Context: an optimization exercise on an open-source flow, tuned for small area, a short achievable clock period and few clock cycles per item. The choices shown serve that exercise and are no tape-out recipe. The RTL was checked by simulation tests, not by an equivalence proof against the original design. Power figures rest on the tool's default switching activity, not on a simulated workload.

### flow/config.mk
export PLATFORM = sky130hd
export DESIGN_NAME = partition_engine
export DESIGN_NICKNAME = partition_engine
export VERILOG_FILES = /design/flow/design.v
export SDC_FILE = /design/flow/constraint.sdc
export NUM_CORES = 4
export LEC_CHECK = 0
export CAP_MARGIN = 20
export CELL_PAD_IN_SITES_DETAIL_PLACEMENT = 2
export CELL_PAD_IN_SITES_GLOBAL_PLACEMENT = 4
export CORE_MARGIN = 2
export CORE_UTILIZATION = 30
export PLACE_DENSITY = 0.4
export SLEW_MARGIN = 20
### flow/constraint.sdc
create_clock -name core_clock -period 10.0 [get_ports {clk}]
set_input_delay 2.0000 -clock core_clock [delete_from_list [all_inputs] [get_ports {clk}]]
set_output_delay 2.0000 -clock core_clock [all_outputs]
set_load 0.01 [all_outputs]
### flow/design.v
module partition_engine #(
    parameter int unsigned MAX_MODULES  = 16,
    parameter int unsigned REGION_WIDTH = 32,
    parameter int unsigned MU_WIDTH     = 12,
    parameter int unsigned POP_CHUNK    = 16,
    parameter int unsigned ID_WIDTH     = $clog2(MAX_MODULES)
) (
    input  logic                                 clk,
    input  logic                                 rst,
    input  logic                                 cmd_valid,
    output logic                                 cmd_ready,
    input  logic [7:0]                           cmd_op,
    input  logic [REGION_WIDTH-1:0]              cmd_region,
    input  logic [REGION_WIDTH-1:0]              cmd_mask,
    input  logic [ID_WIDTH-1:0]                  cmd_m1,
    input  logic [ID_WIDTH-1:0]                  cmd_m2,
    output logic                                 rsp_valid,
    input  logic                                 rsp_ready,
    output logic [2:0]                           rsp_status,
    output logic [ID_WIDTH-1:0]                  rsp_module_id,
    output logic [ID_WIDTH:0]                    live_count,
    output logic [MAX_MODULES-1:0]               slot_valid,
    output logic                                 is_structured,
    output logic [MU_WIDTH-1:0]                  mu_discovery,
    output logic [MU_WIDTH-1:0]                  mu_execution,
    output logic [MU_WIDTH-1:0]                  mu_cost,
    output logic                                 mu_saturated,
    input  logic [ID_WIDTH-1:0]                  rd_id,
    output logic [REGION_WIDTH-1:0]              rd_region
);
    logic [MAX_MODULES*REGION_WIDTH-1:0] partitions;
    assign rd_region = partitions[rd_id*REGION_WIDTH +: REGION_WIDTH];
    localparam int unsigned N_CHUNKS = REGION_WIDTH / POP_CHUNK;
    localparam int unsigned POP_W    = $clog2(REGION_WIDTH + 1);
    localparam int unsigned CIDX_W   = (N_CHUNKS > 1) ? $clog2(N_CHUNKS) : 1;
    localparam int unsigned LIVE_W   = ID_WIDTH + 1;
    localparam logic [7:0] OP_PNEW   = 8'h00;
    localparam logic [7:0] OP_PSPLIT = 8'h01;
    localparam logic [7:0] OP_PMERGE = 8'h02;
    localparam logic [7:0] OP_MDLACC = 8'h05;
    localparam logic [2:0] ST_OK      = 3'd0;
    localparam logic [2:0] ST_FULL    = 3'd1;
    localparam logic [2:0] ST_BAD_ID  = 3'd2;
    localparam logic [2:0] ST_OVERLAP = 3'd3;
    localparam logic [2:0] ST_EMPTY   = 3'd4;
    localparam logic [2:0] ST_ILLEGAL = 3'd5;
    typedef enum logic [2:0] {S_IDLE, S_EXEC, S_COUNT, S_COMMIT, S_RESP} state_t;
    state_t state, state_n;
    logic [7:0]              op_q, op_n;
    logic [REGION_WIDTH-1:0] region_q, region_n;
    logic [REGION_WIDTH-1:0] mask_q, mask_n;
    logic [ID_WIDTH-1:0]     m1_q, m1_n, m2_q, m2_n;
    logic [2:0]              err_q, err_n;
    logic [ID_WIDTH-1:0]     free_q, free_n;
    logic [POP_W-1:0]        pop_q, pop_n;
    logic [CIDX_W-1:0]       cidx_q, cidx_n;
    logic                                cmd_ready_n, rsp_valid_n, is_structured_n, mu_saturated_n;
    logic [2:0]                          rsp_status_n;
    logic [ID_WIDTH-1:0]                 rsp_module_id_n;
    logic [ID_WIDTH:0]                   live_count_n;
    logic [MAX_MODULES-1:0]              slot_valid_n;
    logic [MU_WIDTH-1:0]                 mu_discovery_n, mu_execution_n, mu_cost_n;
    logic [MAX_MODULES*REGION_WIDTH-1:0] partitions_n;
    logic [ID_WIDTH-1:0]     free_slot;
    logic                    any_free, overlap, m1_live, m2_live, last_chunk;
    logic [REGION_WIDTH-1:0] p1, p2;
    logic [POP_CHUNK-1:0]    chunk;
    logic [POP_W-1:0]        chunk_pop;
    logic [2:0]              exec_err;
    logic [MU_WIDTH-1:0] inc_disc, inc_exec;
    logic [MU_WIDTH:0]   disc_sum, exec_sum, cost_sum;
    function automatic logic [MU_WIDTH:0] sat_add(input logic [MU_WIDTH-1:0] a,
                                                   input logic [MU_WIDTH-1:0] b);
        logic [MU_WIDTH:0] s;
        s = {1'b0, a} + {1'b0, b};
        if (s[MU_WIDTH]) s = {1'b1, {MU_WIDTH{1'b1}}};
        sat_add = s;
    endfunction
    always_comb begin
        free_slot = '0;
        any_free  = 1'b0;
        overlap   = 1'b0;
        m1_live   = 1'b0;
        m2_live   = 1'b0;
        p1        = '0;
        p2        = '0;
        for (int k = MAX_MODULES - 1; k >= 0; k--) begin
            if (!slot_valid[k]) begin
                free_slot = ID_WIDTH'(k);
                any_free  = 1'b1;
            end
        end
        for (int k = 0; k < MAX_MODULES; k++) begin
            if (slot_valid[k] && ((partitions[k*REGION_WIDTH +: REGION_WIDTH] & region_q) != '0))
                overlap = 1'b1;
            if (ID_WIDTH'(k) == m1_q) begin
                m1_live = slot_valid[k];
                p1      = partitions[k*REGION_WIDTH +: REGION_WIDTH];
            end
            if (ID_WIDTH'(k) == m2_q) begin
                m2_live = slot_valid[k];
                p2      = partitions[k*REGION_WIDTH +: REGION_WIDTH];
            end
        end
        chunk     = POP_CHUNK'(region_q >> (POP_CHUNK * 32'(cidx_q)));
        chunk_pop = '0;
        for (int i = 0; i < POP_CHUNK; i++) chunk_pop = chunk_pop + POP_W'(chunk[i]);
        last_chunk = (cidx_q == CIDX_W'(N_CHUNKS - 1));
        exec_err = ST_OK;
        case (op_q)
            OP_PNEW: begin
                if (region_q == '0)  exec_err = ST_EMPTY;
                else if (overlap)    exec_err = ST_OVERLAP;
                else if (!any_free)  exec_err = ST_FULL;
            end
            OP_PSPLIT: begin
                if (!m1_live)        exec_err = ST_BAD_ID;
                else if (!any_free)  exec_err = ST_FULL;
                else if (((p1 & mask_q) == '0) || ((p1 & ~mask_q) == '0)) exec_err = ST_EMPTY;
            end
            OP_PMERGE: begin
                if (!m1_live || !m2_live || (m1_q == m2_q)) exec_err = ST_BAD_ID;
            end
            OP_MDLACC: exec_err = ST_OK;
            default:   exec_err = ST_ILLEGAL;
        endcase
    end
    always_ff @(posedge clk or posedge rst) begin
        if (rst) state <= S_IDLE;
        else     state <= state_n;
    end
    always_comb begin
        state_n = state;
        case (state)
            S_IDLE:   if (cmd_valid && cmd_ready) state_n = S_EXEC;
            S_EXEC:   state_n = ((exec_err == ST_OK) && (op_q == OP_PNEW)) ? S_COUNT : S_COMMIT;
            S_COUNT:  if (last_chunk) state_n = S_COMMIT;
            S_COMMIT: state_n = S_RESP;
            S_RESP:   if (rsp_valid && rsp_ready) state_n = S_IDLE;
            default:  state_n = S_IDLE;
        endcase
    end
    always_comb begin
        op_n            = op_q;
        region_n        = region_q;
        mask_n          = mask_q;
        m1_n            = m1_q;
        m2_n            = m2_q;
        err_n           = err_q;
        free_n          = free_q;
        pop_n           = pop_q;
        cidx_n          = cidx_q;
        cmd_ready_n     = cmd_ready;
        rsp_valid_n     = rsp_valid;
        rsp_status_n    = rsp_status;
        rsp_module_id_n = rsp_module_id;
        live_count_n    = live_count;
        slot_valid_n    = slot_valid;
        is_structured_n = is_structured;
        mu_discovery_n  = mu_discovery;
        mu_execution_n  = mu_execution;
        mu_cost_n       = mu_cost;
        mu_saturated_n  = mu_saturated;
        partitions_n    = partitions;
        inc_disc        = '0;
        inc_exec        = '0;
        disc_sum        = '0;
        exec_sum        = '0;
        cost_sum        = '0;
        case (state)
            S_IDLE: begin
                if (cmd_valid && cmd_ready) begin
                    op_n        = cmd_op;
                    region_n    = cmd_region;
                    mask_n      = cmd_mask;
                    m1_n        = cmd_m1;
                    m2_n        = cmd_m2;
                    pop_n       = '0;
                    cidx_n      = '0;
                    cmd_ready_n = 1'b0;
                end
            end
            S_EXEC: begin
                err_n  = exec_err;
                free_n = free_slot;
            end
            S_COUNT: begin
                pop_n  = pop_q + chunk_pop;
                cidx_n = cidx_q + CIDX_W'(1);
            end
            S_COMMIT: begin
                rsp_valid_n     = 1'b1;
                rsp_status_n    = err_q;
                rsp_module_id_n = '0;
                if (err_q == ST_OK) begin
                    case (op_q)
                        OP_PNEW: begin
                            for (int k = 0; k < MAX_MODULES; k++) begin
                                if (ID_WIDTH'(k) == free_q) begin
                                    partitions_n[k*REGION_WIDTH +: REGION_WIDTH] = region_q;
                                    slot_valid_n[k] = 1'b1;
                                end
                            end
                            live_count_n    = live_count + LIVE_W'(1);
                            rsp_module_id_n = free_q;
                            inc_disc        = MU_WIDTH'(pop_q);
                        end
                        OP_PSPLIT: begin
                            for (int k = 0; k < MAX_MODULES; k++) begin
                                if (ID_WIDTH'(k) == free_q) begin
                                    partitions_n[k*REGION_WIDTH +: REGION_WIDTH] = p1 & mask_q;
                                    slot_valid_n[k] = 1'b1;
                                end
                                if (ID_WIDTH'(k) == m1_q)
                                    partitions_n[k*REGION_WIDTH +: REGION_WIDTH] = p1 & ~mask_q;
                            end
                            live_count_n    = live_count + LIVE_W'(1);
                            rsp_module_id_n = free_q;
                            inc_exec        = MU_WIDTH'(REGION_WIDTH);
                        end
                        OP_PMERGE: begin
                            for (int k = 0; k < MAX_MODULES; k++) begin
                                if (ID_WIDTH'(k) == m1_q)
                                    partitions_n[k*REGION_WIDTH +: REGION_WIDTH] = p1 | p2;
                                if (ID_WIDTH'(k) == m2_q) begin
                                    partitions_n[k*REGION_WIDTH +: REGION_WIDTH] = '0;
                                    slot_valid_n[k] = 1'b0;
                                end
                            end
                            live_count_n    = live_count - LIVE_W'(1);
                            rsp_module_id_n = m1_q;
                            inc_exec        = MU_WIDTH'(4);
                        end
                        OP_MDLACC: begin
                            is_structured_n = (live_count >= LIVE_W'(2));
                            inc_exec        = MU_WIDTH'({live_count, 3'b000});
                        end
                        default: ;
                    endcase
                end
                disc_sum       = sat_add(mu_discovery, inc_disc);
                exec_sum       = sat_add(mu_execution, inc_exec);
                cost_sum       = sat_add(disc_sum[MU_WIDTH-1:0], exec_sum[MU_WIDTH-1:0]);
                mu_discovery_n = disc_sum[MU_WIDTH-1:0];
                mu_execution_n = exec_sum[MU_WIDTH-1:0];
                mu_cost_n      = cost_sum[MU_WIDTH-1:0];
                mu_saturated_n = mu_saturated | disc_sum[MU_WIDTH] | exec_sum[MU_WIDTH] |
                                 cost_sum[MU_WIDTH];
            end
            S_RESP: begin
                if (rsp_valid && rsp_ready) begin
                    rsp_valid_n = 1'b0;
                    cmd_ready_n = 1'b1;
                end
            end
            default: ;
        endcase
    end
    always_ff @(posedge clk or posedge rst) begin
        if (rst) begin
            op_q          <= '0;
            region_q      <= '0;
            mask_q        <= '0;
            m1_q          <= '0;
            m2_q          <= '0;
            err_q         <= '0;
            free_q        <= '0;
            pop_q         <= '0;
            cidx_q        <= '0;
            cmd_ready     <= 1'b1;
            rsp_valid     <= 1'b0;
            rsp_status    <= '0;
            rsp_module_id <= '0;
            live_count    <= '0;
            slot_valid    <= '0;
            is_structured <= 1'b0;
            mu_discovery  <= '0;
            mu_execution  <= '0;
            mu_cost       <= '0;
            mu_saturated  <= 1'b0;
            partitions    <= '0;
        end else begin
            op_q          <= op_n;
            region_q      <= region_n;
            mask_q        <= mask_n;
            m1_q          <= m1_n;
            m2_q          <= m2_n;
            err_q         <= err_n;
            free_q        <= free_n;
            pop_q         <= pop_n;
            cidx_q        <= cidx_n;
            cmd_ready     <= cmd_ready_n;
            rsp_valid     <= rsp_valid_n;
            rsp_status    <= rsp_status_n;
            rsp_module_id <= rsp_module_id_n;
            live_count    <= live_count_n;
            slot_valid    <= slot_valid_n;
            is_structured <= is_structured_n;
            mu_discovery  <= mu_discovery_n;
            mu_execution  <= mu_execution_n;
            mu_cost       <= mu_cost_n;
            mu_saturated  <= mu_saturated_n;
            partitions    <= partitions_n;
        end
    end
endmodule
### flow/run.sh
#!/bin/bash
# synth_recipe.tcl (not shown) runs the flow's synth.tcl, then flattens the netlist and writes it again
# the make line also repeats each setting of config.mk as NAME=value (left out here)
make -C /OpenROAD-flow-scripts/flow DESIGN_CONFIG=/design/flow/config.mk WORK_HOME=/design/flow/orfs CLKGATE_MAP_FILE= SYNTH_SCRIPT=/design/flow/synth_recipe.tcl finish
==> metrics.cfg <==
[timing]
slew_viol_final=0
fin_crit_ns=7.76
rsz0062_at_grt=no
finalHoldWorstSlack_ns=0.497
worstMarginPinSlew_ns=1.38
fmax_mhz=129
skew_ns=0.0285
slew_headroom_pct=7.06
finalCritPeriodShare_pct=77.6
setup_ws_ns=2.24
setup_violations=0
hold_violations=0

[yosys]
synth.net_count=6491
synth_flop_cell=dfrtp_1
async_flop_share_pct=100
seq_area_frac_synth_pct=30.1
syn_area_per_cell_sq_um=8.85
yosys_warnings=1
synth-edff-count=0
synth.ff_latch_count=677
synth_cell_types=98
netlist_instances=6352
synthesis.area_sq_um=56200

[route]
via_per_inst=7.62
wire_per_inst_um=56.5
drtIter0Drc=11000
drt_first_pass_iters=7
num_vias=67400
postRouteAntennaNets=0
wl_um=500000
route.detailed.drc=0

[worst_setup_path]
crit_path_end_kind=flip-flop
crit_family=simple AND/OR/NAND/NOR gates
startpoint=op_q[4]$_DFFE_PP0P_
crit_buf_inv=1
r2r_cells=25
r2r_start=op_q[4]$_DFFE_PP0P_
start_kind=flip-flop
arrival_ns=8.38
r2r-end=mu_saturated$_DFFE_PP0P_
cpMaxStageDelayCell=nor2_2
critPathKind=reg2reg
critPathMaxFanout=18
reg2reg_slack_ns=2.24
cpPeakStageDelay_ns=0.68
worstPathRequired_ns=10.62

[floorplan]
dieArea_sq_um=191000
initial_utilization_pct=30.3
die_h_um=437
ioPinCount=188
core_area_sq_um=186000
rows=158
die_w_um=437

[cts]
cts_tree=yes
cts_hold_buf=0
clock_sinks=677
cts_root_buf=clkbuf_16
cts_buffers=85
clock_path_buffers=3
cts-htree-levels=3
cts_resized=0
cts_setup_buffers=0
clock_latency_ns=0.78
path_clk_slew_ns=0.06

[cells_and_area]
layout_commonest_cell=a21oi_1
area_growth_pct=14.7
fin_cells=8855
final_cell_mix=a21oi_1 (739), dfrtp_1 (663), nor2_1 (654), xnor2_1 (492), o21ai_0 (388)
drive_above_1_share_pct=19.6
final_util_pct=34.7
fin_nets=6373

[power_and_ir_drop]
p_per_area_nw_per_um2=96.2
irDropWorstVdd_mv=0.124
power_leakage_nw=23.5
power_w=0.00621

[place]
dp_slack_ns=1.94
portBuffers=187
numPlacedInstances=8623
globalplace.congestion=1.17
dp_hpwl_um=357000

[global_route]
antenna_found_initial=124
grt_pass1_wl_um=650000
grt_use_total_pct=51.0
grt_pass1_vias=65000
grt_max_degree=130
grt_overflow=0

[hold_path]
min_path_cells=2
hp-start=rsp_status[0]$_DFFE_PP0P_
min_path_type=reg2reg
min_to=rsp_status[0]$_DFFE_PP0P_

[flow_run]
drv_cap=0

[run_status]
status=finished clean

## synthesized netlist by cell type, types with 46 or more instances
cell type / instances / area, sq um
xor2_1: 46 / 403
nand2b_1: 51 / 319
dfrtp_1: 676 / 16900
nor2_1: 689 / 2590
o21ai_0: 388 / 1940
nor2b_1: 48 / 300
buf_2: 115 / 576
nand3_1: 52 / 260
a221oi_1: 137 / 1200
buf_1: 98 / 368
mux4_2: 188 / 4230
o221a_2: 289 / 3250
a211oi_1: 91 / 683
mux2_2: 149 / 1680
xnor2_1: 492 / 4310
o211ai_1: 67 / 503
a22o_1: 118 / 1030
inv_1: 77 / 289
a22oi_1: 131 / 983
o21a_1: 62 / 465
clkbuf_1: 465 / 1750
a21oi_1: 740 / 3700
a31oi_1: 63 / 394
nand4_1: 49 / 307
nand2_1: 308 / 1160
mux2i_1: 112 / 1120
## metal layers
| metal | vias up | share of wire (%) | track usage [%] |
|---|---|---|---|
| met1 | 35600 | 38 | 62.0 |
| met5 | - | 0.084 | 0.328 |
| met4 | 43 | 9.8 | 39.9 |
| met3 | 2111 | 12 | 20.6 |
| met2 | 5814 | 40 | 70.8 |
| li1 | 23900 | - | - |
## sequential cells by signal, summed over array words and instances, names as in the netlist, 5 cells and up
register	cells
live_count	5
mask_q	32
mu_cost	12
mu_discovery	12
mu_execution	12
op_q	8
partitions	512
pop_q	6
region_q	32
slot_valid	16
## metrics by stage
step / cell area (sq um) / setup TNS [ns]
6_report: 64500 / 0
5_1_grt: 64400 / 0
4_1_cts: 64300 / 0
3_5_place_dp: 61400 / 0
3_3_place_gp: 61400 / 0
2_1_floorplan: 56200 / -851.39
## cells by family (layout without fill, tap and decap cells)
family / count (synthesis) / count (layout) / synth area share, %
xor+xnor: 538 / 538 / 8.38
compound gates: 2432 / 2432 / 30.4
mux: 449 / 449 / 12.5
fa+ha+maj: 51 / 51 / 1.35
other cells: 0 / 76 / 0
buf+inv: 788 / 735 / 5.79
simple gates: 1417 / 1417 / 11.5
flops: 677 / 677 / 30.1
## final cells by class
type,count,area [sq um]
Antenna cell,76,190
Clock buffer,128,2540
Clock inverter,24,302
Fill cell,20400,121000
Inverter,82,312
Multi-Input combinational cell,4887,36700
Sequential cell,677,17000
Tap cell,2480,3100
Timing Repair Buffer,501,4380
## power by group
group | switching (W) | internal, W
logic | 0.000115 | 0.0000612
clock network | 0.00143 | 0.00186
registers | 0 | 0.00274
## how the worst max path moves through the flow
| stage | end | cells past startpoint |
|---|---|---|
| after floorplan | cidx_q$_DFFE_PP0P_ | 1 |
| after global placement | mu_saturated$_DFFE_PP0P_ | 24 |
| after detailed placement | mu_saturated$_DFFE_PP0P_ | 24 |
| after CTS | mu_saturated$_DFFE_PP0P_ | 25 |
| after global routing | mu_saturated$_DFFE_PP0P_ | 24 |
| final | mu_saturated$_DFFE_PP0P_ | 25 |
## worst register-to-register path: cells and delay by family (launching register included)
family,cells,cell delay (ns)
fa+ha+maj,3,0.88
buf+inv,1,0.07
compound gates,11,2.88
flops,1,0.37
simple gates,10,3.42
Testbench counts, summed over its fixed seeds: cycles 19,874, items 4,800.

-- static timing again, ports no longer ideal --
The results above use ideal ports. As a check the final layout listed here was re-extracted and re-timed, cells and wires unchanged.
Step 1: set_driving_cell puts a clkbuf_16 on clk and a buf_2 on each other input, an assumption about the parent block.
Step 2, shift: input delay + t, output delay - t, t = (earliest + latest rising clock arrival at the registers) / 2. This alone moves slack from input paths to output paths.
a / b / c = ideal / step 1 / step 2; a / b = the first two.
t (ns): 0.865
slack for setup (ns): 2.241 / 2.241 / 2.241
worst setup path at the end: register to register
worst slew at a driven data input, ns: 0.10
After both steps setup and hold are still met in this run. The setup slack of this run moves by 0.000 ns with the drivers and by 0.000 ns with both steps.
